What follows belongs to an exercise in optimizing a design on an open flow for small area, a short achievable clock period and few clock cycles per item; a production flow would make more cautious choices. Where RTL was checked, it was by simulation tests only, not by an equivalence proof against the original. No activity file was given, so power comes from the tool's default toggle rates.

// soc_curve_interp_validate
module soc_curve_interp_validate #(
  parameter int NUM_POINTS = 8
) (
  input  logic        clk,
  input  logic        rst,
  input  logic        cfg_wen,
  input  logic        cfg_index,
  input  logic [7:0]  cfg_data,
  input  logic        in_valid,
  output logic        in_ready,
  input  logic [19:0] in_data,
  output logic        out_valid,
  input  logic        out_ready,
  output logic [15:0] out_data
);
Size in the first run: ~52 I/O pins, ~6400 µm² of cells after synthesis.
export LEC_CHECK = 0
export ABC_AREA = 1
export CAP_MARGIN = 20
export CORE_MARGIN = 2
export CORE_UTILIZATION = 40
export SLEW_MARGIN = 20
create_clock -name core_clock -period 10.0 [get_ports {clk}]
run.sh (not shown) runs the stock make flow with config.mk's settings and CLKGATE_MAP_FILE= SYNTH_SCRIPT=/design/flow/synth_recipe.tcl, a recipe that flattens the netlist after the stock synthesis.
Edit:
ABC_AREA = not set   (was 1)
The changed run completed without violations.
Core utilization came out higher by 0.36 points.
Cell area increases by about 7%.
Wire length grows by 6.8%.
Sequential share of layout area drops by 1.8 points.
Power grows by about 0.53%.
Worst setup slack gets worse by 0.92 ns.
Final cell count is lower by about 6%.
Function was not checked in any run of this note: the RTL went through the layout flow alone.

Another version of the RTL of soc_curve_interp_validate (not shown whole).
Size in the first run: ~140 flip-flops, roughly 52 I/O pins, about 8400 µm² of cells after synthesis.
==> flow/config.mk <==
export PLATFORM = sky130hd
export DESIGN_NAME = soc_curve_interp_validate
export DESIGN_NICKNAME = soc_curve_interp_validate
export VERILOG_FILES = /design/flow/design.v
export SDC_FILE = /design/flow/constraint.sdc
export NUM_CORES = 4
export LEC_CHECK = 0
export ABC_AREA = 1
export CAP_MARGIN = 20
export CORE_MARGIN = 2
export CORE_UTILIZATION = 40
export SETUP_SLACK_MARGIN = 5
export SLEW_MARGIN = 20
==> flow/constraint.sdc <==
create_clock -name core_clock -period 10.0 [get_ports {clk}]
set_input_delay 2.0000 -clock core_clock [delete_from_list [all_inputs] [get_ports {clk}]]
set_output_delay 2.0000 -clock core_clock [all_outputs]
set_load 0.01 [all_outputs]
standard.sh (not shown) runs the stock make flow with config.mk's settings and CLKGATE_MAP_FILE= SYNTH_SCRIPT=/design/flow/synth_recipe.tcl, a recipe that flattens the netlist after the stock synthesis.
==> flow/flow/run.sh <==
#!/bin/bash
set -euo pipefail
MARGIN=${FLOW_SETUP_MARGIN:-6.6}
export BUFFER_PORTS_ARGS="-buffer_cell sky130_fd_sc_hd__buf_1"
sed "s/SETUP_SLACK_MARGIN=[0-9.]*/SETUP_SLACK_MARGIN=${MARGIN}/" standard.sh > standard_margin.sh
bash standard_margin.sh > standard.log 2>&1
Testbench counts at the start, summed over its fixed seeds: cycles 3,368, items 3,200.
Rerun with:
--- a/flow/config.mk
+++ b/flow/config.mk
@@ -11,0 +12,3 @@
+export CTS_BUF_LIST = sky130_fd_sc_hd__clkbuf_8
+export CTS_CLUSTER_DIAMETER = 300
+export CTS_CLUSTER_SIZE = 100
After rerunning: The new run produced a clean layout. Final area falls slightly. Total power falls by a little under a tenth. Die area does not change. Register-to-register slack gains 70 ps. Global-route usage falls by 0.20 points. First-iteration DRC count falls by a few percent. Setup slack gains 70 ps. Wire length rises slightly.
Rerun with:
--- a/flow/flow/run.sh
+++ b/flow/flow/run.sh
@@ -4 +3,0 @@
-export BUFFER_PORTS_ARGS="-buffer_cell sky130_fd_sc_hd__buf_1"
--- a/flow/config.mk
+++ b/flow/config.mk
@@ -13,2 +13,2 @@
-export CTS_CLUSTER_DIAMETER = 300
-export CTS_CLUSTER_SIZE = 100
+export CTS_CLUSTER_DIAMETER = 150
+export CTS_CLUSTER_SIZE = 50
Result: The new run passed the timing, design-rule and antenna checks. First-iteration DRC count drops by about 11%. Total power climbs by 2.0%. Final cell count climbs by about 0.37%. Count of clock-buffer cells in the layout is unchanged. Worst setup slack gets better by 8.2 ps. Synthesized area stays the same. Worst hold slack gets worse by 9.8 ps. Final area climbs by 3.9%. Wire length climbs by about 1.2%.

Another version of the RTL of soc_curve_interp_validate (not shown whole).
Size: ~140 flip-flops, ~52 I/O pins, ~0.0084 sq mm of cells after synthesis.
==> flow/design.v (excerpt) <==
module soc_curve_interp_validate #(
  parameter int NUM_POINTS = 8
) (
  input  logic        clk,
  input  logic        rst,
  input  logic        cfg_wen,
  input  logic        cfg_index,
  input  logic [7:0]  cfg_data,
  input  logic        in_valid,
  output logic        in_ready,
  input  logic [19:0] in_data,
  output logic        out_valid,
  input  logic        out_ready,
  output logic [15:0] out_data
);
clock: 10.0 ns
lec_check: 0
abc_area: 1
cap_margin: 20
core_margin: 2
core_utilization: 40
cts_buf_list: sky130_fd_sc_hd__clkbuf_8
cts_cluster_diameter: 150
cts_cluster_size: 50
setup_slack_margin: 5
slew_margin: 20
==> flow/flow/run.sh <==
#!/bin/bash
set -euo pipefail
MARGIN=${FLOW_SETUP_MARGIN:-7.0}
export BUFFER_PORTS_ARGS="-buffer_cell sky130_fd_sc_hd__buf_1"
sed "s/SETUP_SLACK_MARGIN=[0-9.]*/SETUP_SLACK_MARGIN=${MARGIN}/" standard.sh > standard_margin.sh
bash standard_margin.sh > standard.log 2>&1
The first run ran to the end with no violations.
Testbench counts at the start, summed over its fixed seeds: cycles 3,376, items 3,200.
Edit:
--- a/flow/flow/run.sh
+++ b/flow/flow/run.sh
@@ -3 +3 @@
-MARGIN=${FLOW_SETUP_MARGIN:-7.0}
+MARGIN=${FLOW_SETUP_MARGIN:-6.6}
--- a/flow/config.mk
+++ b/flow/config.mk
@@ -8 +7,0 @@
-export ABC_AREA = 1
After rerunning: The new run completed without violations. Final cell count fell by 11%. Wire length fell by 4.6%. Design area fell by 2.2%. Count of clock-buffer cells in the layout is unchanged. Critical path depth fell by 3. Setup slack gets worse by 0.40 ns.

## port drivers added, routing unchanged
The results above use ideal ports. As a check the final layouts listed here were re-extracted and re-timed, cells and wires unchanged.
Step 1, drivers: a clkbuf_16 drives clk and a buf_2 each remaining input, both assumed.
Step 2 also shifts input and output timing later by t, the mid clock arrival at the registers, as if the neighbouring blocks saw the same clock.
Three values: ideal, step 1, step 2; two values: the first two.
run | t, ns | slack for setup (ns) | worst setup path at the end | worst register clock-pin slew, ns
the first run of note 1 | 0.387 | 2.693 / 2.707 / 2.321 | input to register | 0.07 / 0.07
the second run of note 1 | 0.367 | 1.770 / 1.781 / 1.414 | input to register | 0.07 / 0.07
the first run of note 2 | 0.463 | 6.594 / 6.594 / 6.594 | register to register | 0.07 / 0.07
the second run of note 2 | 0.480 | 6.665 / 6.665 / 6.665 | register to register | 0.09 / 0.09
the third run of note 2 | 0.477 | 6.673 / 6.663 / 6.432 | input to register | 0.08 / 0.08
the first run of note 3 | 0.494 | 6.993 / 6.990 / 6.706 | input to register | 0.10 / 0.10
the second run of note 3 | 0.499 | 6.597 / 6.597 / 6.403 | input to register | 0.10 / 0.10
After both steps setup and hold are still met in every run listed. For the first run of note 1, which loses most, drivers alone change the setup slack by +0.014 ns; drivers and shift together by -0.372 ns.
